What follows belongs to an exercise in optimizing a design on an open flow for small area; a production flow would make more cautious choices.
In this exercise RTL edits were held to simulation tests only and were not proved equivalent to the original.
Power and IR drop assume default switching activity.

$ cat flow/run.sh
#!/bin/bash
# synth_recipe.tcl (not shown) runs the flow's synth.tcl, then flattens the netlist and writes it again
# the make line also repeats each setting of config.mk as NAME=value (left out here)
make -C /OpenROAD-flow-scripts/flow DESIGN_CONFIG=/design/flow/config.mk WORK_HOME=/design/flow/orfs CLKGATE_MAP_FILE= SYNTH_SCRIPT=/design/flow/synth_recipe.tcl finish
$ cat flow/config.mk
export PLATFORM = sky130hd
export DESIGN_NAME = regfile_scoreboard
export DESIGN_NICKNAME = regfile_scoreboard
export VERILOG_FILES = /design/flow/design.v
export SDC_FILE = /design/flow/constraint.sdc
export NUM_CORES = 4
export LEC_CHECK = 0
export CAP_MARGIN = 20
export CORE_MARGIN = 2
export CORE_UTILIZATION = 20
export SETUP_SLACK_MARGIN = 0.3
export SLEW_MARGIN = 20
$ cat flow/constraint.sdc
create_clock -name core_clock -period 7.0 [get_ports {clk_in}]
set_input_delay 1.4000 -clock core_clock [delete_from_list [all_inputs] [get_ports {clk_in}]]
set_output_delay 1.4000 -clock core_clock [all_outputs]
set_load 0.01 [all_outputs]
$ cat flow/design.v
module regfile_scoreboard #(
  parameter int REG_NUM = 32,
  parameter int ADDR_W  = 5,
  parameter int DATA_W  = 32,
  parameter int CNT_W   = 2
) (
  input  logic              clk_in,
  input  logic              rst_n_in,
  input  logic              re1_in,
  input  logic [ADDR_W-1:0] a1_in,
  output logic [DATA_W-1:0] d1_out,
  output logic              en1_out,
  input  logic              re2_in,
  input  logic [ADDR_W-1:0] a2_in,
  output logic [DATA_W-1:0] d2_out,
  output logic              en2_out,
  input  logic              iss_we_in,
  input  logic [ADDR_W-1:0] iss_rd_in,
  output logic              iss_full_out,
  input  logic              wb_we_in,
  input  logic [ADDR_W-1:0] wb_a_in,
  input  logic [DATA_W-1:0] wb_d_in
);
  localparam logic [CNT_W-1:0] CNT_MAX = {CNT_W{1'b1}};
  logic [DATA_W-1:0] regs [REG_NUM];
  logic [CNT_W-1:0]  cnt  [REG_NUM];
  function automatic logic [DATA_W:0] read_port(input logic re, input logic [ADDR_W-1:0] a);
    logic [DATA_W:0] r;
    r = '0;
    if (!re) begin
      r = '0;
    end else if (a == '0) begin
      r = {1'b1, {DATA_W{1'b0}}};
    end else if (cnt[a] == '0) begin
      r = {1'b1, regs[a]};
    end else if (cnt[a] == CNT_W'(1) && wb_we_in && wb_a_in == a) begin
      r = {1'b1, wb_d_in};
    end else begin
      r = '0;
    end
    read_port = r;
  endfunction
  always_comb begin
    {en1_out, d1_out} = read_port(re1_in, a1_in);
    {en2_out, d2_out} = read_port(re2_in, a2_in);
    iss_full_out      = (cnt[iss_rd_in] == CNT_MAX);
  end
  always_ff @(posedge clk_in or negedge rst_n_in) begin
    if (!rst_n_in) begin
      for (int i = 0; i < REG_NUM; i++) begin
        regs[i] <= '0;
        cnt[i]  <= '0;
      end
    end else begin
      for (int i = 1; i < REG_NUM; i++) begin
        logic iss_hit;
        logic wb_hit;
        iss_hit = iss_we_in && (iss_rd_in == ADDR_W'(i));
        wb_hit  = wb_we_in && (wb_a_in == ADDR_W'(i));
        if (wb_hit) begin
          regs[i] <= wb_d_in;
        end
        if (iss_hit && !wb_hit && cnt[i] != CNT_MAX) begin
          cnt[i] <= cnt[i] + CNT_W'(1);
        end else if (wb_hit && !iss_hit && cnt[i] != '0) begin
          cnt[i] <= cnt[i] - CNT_W'(1);
        end
      end
    end
  end
endmodule
==> run notes <==
## layout make-up
class / count / area (µm²) / share of cell area, %
repair buffers: 434 / 4511 / 6.728
clock inverters: 49 / 696.9 / 1.040
flip-flops and latches: 1054 / 26380 / 39.34
multi-input cells: 3441 / 27360 / 40.81
inverters: 30 / 112.6 / 0.1680
diodes: 26 / 65.06 / 0.09705
clock buffers: 166 / 3432 / 5.119
well taps: 3589 / 4491 / 6.698
## logic make-up after synthesis
| group | count (synthesis) |
|---|---|
| compound gates | 1318 |
| simple gates | 1157 |
| xor+xnor | 10 |
| buf+inv | 509 |
| mux | 956 |
| flops | 1054 |
## critical path, stage by stage
cell	delay, ps
buf_2	500
buf_4	250
nand3b_1	160
buf_4	240
nor2_4	740
buf_12	300
a221oi_1	160
nand4_1	120
o22ai_1	100
buf_4	170
o2bb2ai_1	500
clkdlybuf4s50_1	660
## flip-flops by register name (all words and copies together) (netlist names)
register,cells
regs,992
cnt,62
## synthesized netlist by cell type (6+ instances only)
cell type  number
nand2_1       463
mux2_2        934
buf_2         101
clkbuf_1      317
and4_1         13
a22oi_1       525
a222oi_1       15
nand2b_1       16
nand4_1       127
dfrtp_1      1054
and3_1         82
xor2_1          8
a31oi_1        17
and2_1         10
o211ai_1        6
nor2b_1        16
a2111oi_0      13
a22o_1        216
mux2i_1        20
a21oi_1       113
a211oi_1       58
or3b_1          6
nand4b_1       10
or2_2          11
a32oi_1        11
buf_1          25
nand3b_1       12
nor4_1         26
nor2_2          6
nor2_1        201
buf_4          21
nand3_1        59
buf_6          14
nor3_1         66
a221oi_1      154
o22ai_1        17
o21ai_0        61
o221a_2        12
inv_1          30
a21boi_1        8
o21a_1         24
## power by group
part	total, mW	internal (mW)	switching, mW	leakage [nW]
logic	2.93	1.35	1.57	12.4
clock network	6.65	3.86	2.80	2.03
registers	8.73	7.29	1.44	13.4
total	18.3	12.5	5.81	27.8
## repair_timing
item,in CTS,in global routing
endpoints found under the setup margin,15,19
resized for setup,11,10
setup buffers,7,5
hold buffers,0,0
pin swaps,2,2
## layer usage
metal  track usage (%)  share of wire [%]  vias to the layer above
met2             29.87                 40                     5149
met3             9.951                 16                     1492
li1                  -                  -                    19300
met1             26.98                 37                    26070
met4             13.71                7.8                       40
met5            0.7619               0.17                        -
## how the worst max path moves through the flow
stage	cells after the start	slack, ps	endpoint
CTS	11	330	d1_out[6]
finish	12	240	d2_out[21]
floorplan	9	2240	d2_out[31]
detailed placement	11	-260	d1_out[8]
global placement	11	-310	d1_out[8]
global route	12	290	d1_out[7]
==> run_results.csv <==
group,metric,value,unit
yosys,synth_xor_area_share,0.1588,%
routing,antenna_left,0,
worst_hold_path,min-delay-start,"regs[24][23]",
yosys,synthSimpleGateAreaFrac,10.13,%
yosys,synthCells,5004,
clock_tree,cts.clk_slew.worst_paths,60,ps
power_and_ir_drop,power.leakage,27.83,nW
sta,tightest_slew,1239,ps
setup_path,required,5600,ps
place,gp_congestion,0.9806,
routing,drc,0,
yosys,yosysSeqAreaShare,47.82,%
floorplanning,chipWidth,529.1,µm
setup_path,rrSetupSlack,5720,ps
floorplanning,die_h,529.1,µm
grt,grt_overflow,0,
flow_run,max-cap-violations,0,
setup_path,critical_path.max_fanout,24,
routing,wl_per_cell,35.92,µm
clock_tree,cts_buffer_depth,3,
yosys,synth_area_leaders,"dfrtp_1 (48%), mux2_2 (19%), a22oi_1 (7.1%)",
layout,fill_cells,28820,
worst_hold_path,worstHoldEndpoint,"regs[24][23]",
yosys,ys_async_sr_fraction,100.0,%
routing,totalWireLength,315.7,mm
place,portBuffers,124,
routing,drtIter0Drc,10550,
routing,viasPerCell,5.922,
power_and_ir_drop,p_total,18.31,mW
floorplanning,die_area,0.2800,mm²
sta,drv_slew,0,
setup_path,crit_path_start_kind,"primary input",
yosys,syn_nets,5062,
setup_path,setup.worst_path.start,"a2_in[0]",
sta,rsz0062_at_grt,"no",
place,dpl_cell_area,0.06263,mm²
layout,layout_common_cells,"dfrtp_1 (1,054), mux2_2 (934), a22oi_1 (525)",
grt,grt_pass1_wl,424.6,mm
floorplanning,num_io_pins,125,
setup_path,worst-setup-path-type,"primary input to output pin",
yosys,yosys.area.top_type_share,47.82,%
grt,gr-usage-all-layers,21.68,%
sta,clock.fmax,0.1480,GHz
yosys,synth-compound-area-share,18.35,%
sta,slew_headroom,17.37,%
yosys,synth_ff_type,"dfrtp_1",
power_and_ir_drop,peakVddDrop,0.0002218,V
yosys,synth_seq_cells,1054,
setup_path,r2r_start,"cnt[12][1]",
sta,min_period,6757,ps
yosys,synth_top_family_by_area,"multiplexers",
sta,totalNegativeSetupSlack,0,ps
layout,finish.utilization,24.48,%
clock_tree,clock_latency,760,ps
layout,area_growth,21.55,%
clock_tree,cts_root_buf,"clkbuf_16",
sta,hold_ws,512.2,ps
place,place_ws,-258.2,ps
clock_tree,clkSinkCount,1054,
yosys,muxShareOfSynthArea,19.51,%
layout,final_layout_size_suffix_gt1_share,31.35,%
clock_tree,numCtsBuffers,116,
clock_tree,cts_tree,"yes",
layout,fin_cells,8789,
floorplanning,core_region_area,0.2739,mm²
floorplanning,initial_core_util,20.14,%
grt,antenna_found_initial,36,
yosys,synth_edf_count,0,
layout,fin_nets,5135,
setup_path,reg2reg_to,"cnt[12][0]",
setup_path,arrival,5360,ps
power_and_ir_drop,p_per_area,273.1,mW/mm²
setup_path,end_kind,"output pin",
yosys,syn_area_per_cell,11.02,µm²
routing,drtPass1Iterations,11,
worst_hold_path,min_path_type,"flip-flop to flip-flop",
sta,fin_ws,243.2,ps
sta,finalHoldViolations,0,
yosys,synth_area,0.05515,mm²
sta,fin_skew,68.46,ps
yosys,ys_types,89,
yosys,ys_warn_count,3,
grt,grt_start_max_net_pins,144,
clock_tree,h-tree-depth,3,
sta,setup_viol,0,
yosys,synth_largest_area_cell,"dfrtp_1",
yosys,synthAdderAreaFrac,0,%
worst_hold_path,min_path_cells,2,
run_status,status,"complete, no violations",
place,place_inst,8534,
routing,dr_total_vias,52050,
layout,stdcell_area,0.06704,mm²
setup_path,reg2reg_depth,3,
grt,grt_pass1_vias,49390,
floorplanning,rows,192,
place,place_hpwl,190.2,mm
sta,period_share,96.53,%
layout,final_common_cell,"dfrtp_1",

-- separate check: timing with driven ports --
The flow's constraints put no driver on any port. The routed layout listed below was extracted and timed again, unchanged, in two steps.
Step 1, drivers: a clkbuf_16 drives clk_in and a buf_2 each remaining input, both assumed.
Step 2 moves the port delays by t, midway between the first and last clock arrival at a register: inputs arrive t later, outputs are due t later. That takes back most of the time a late clock gives input paths.
Three values: ideal, step 1, step 2; two values: the first two.
shift t [ns]: 0.836
slack for setup (ns): 0.243 / 0.116 / 0.116
latest minus earliest clock arrival (ns): 0.137 / 0.137
slew at the worst register clock pin (ns): 0.07 / 0.07
After both steps this run still meets setup and hold. The setup slack of this run moves by -0.127 ns with the drivers and by -0.127 ns with both steps.
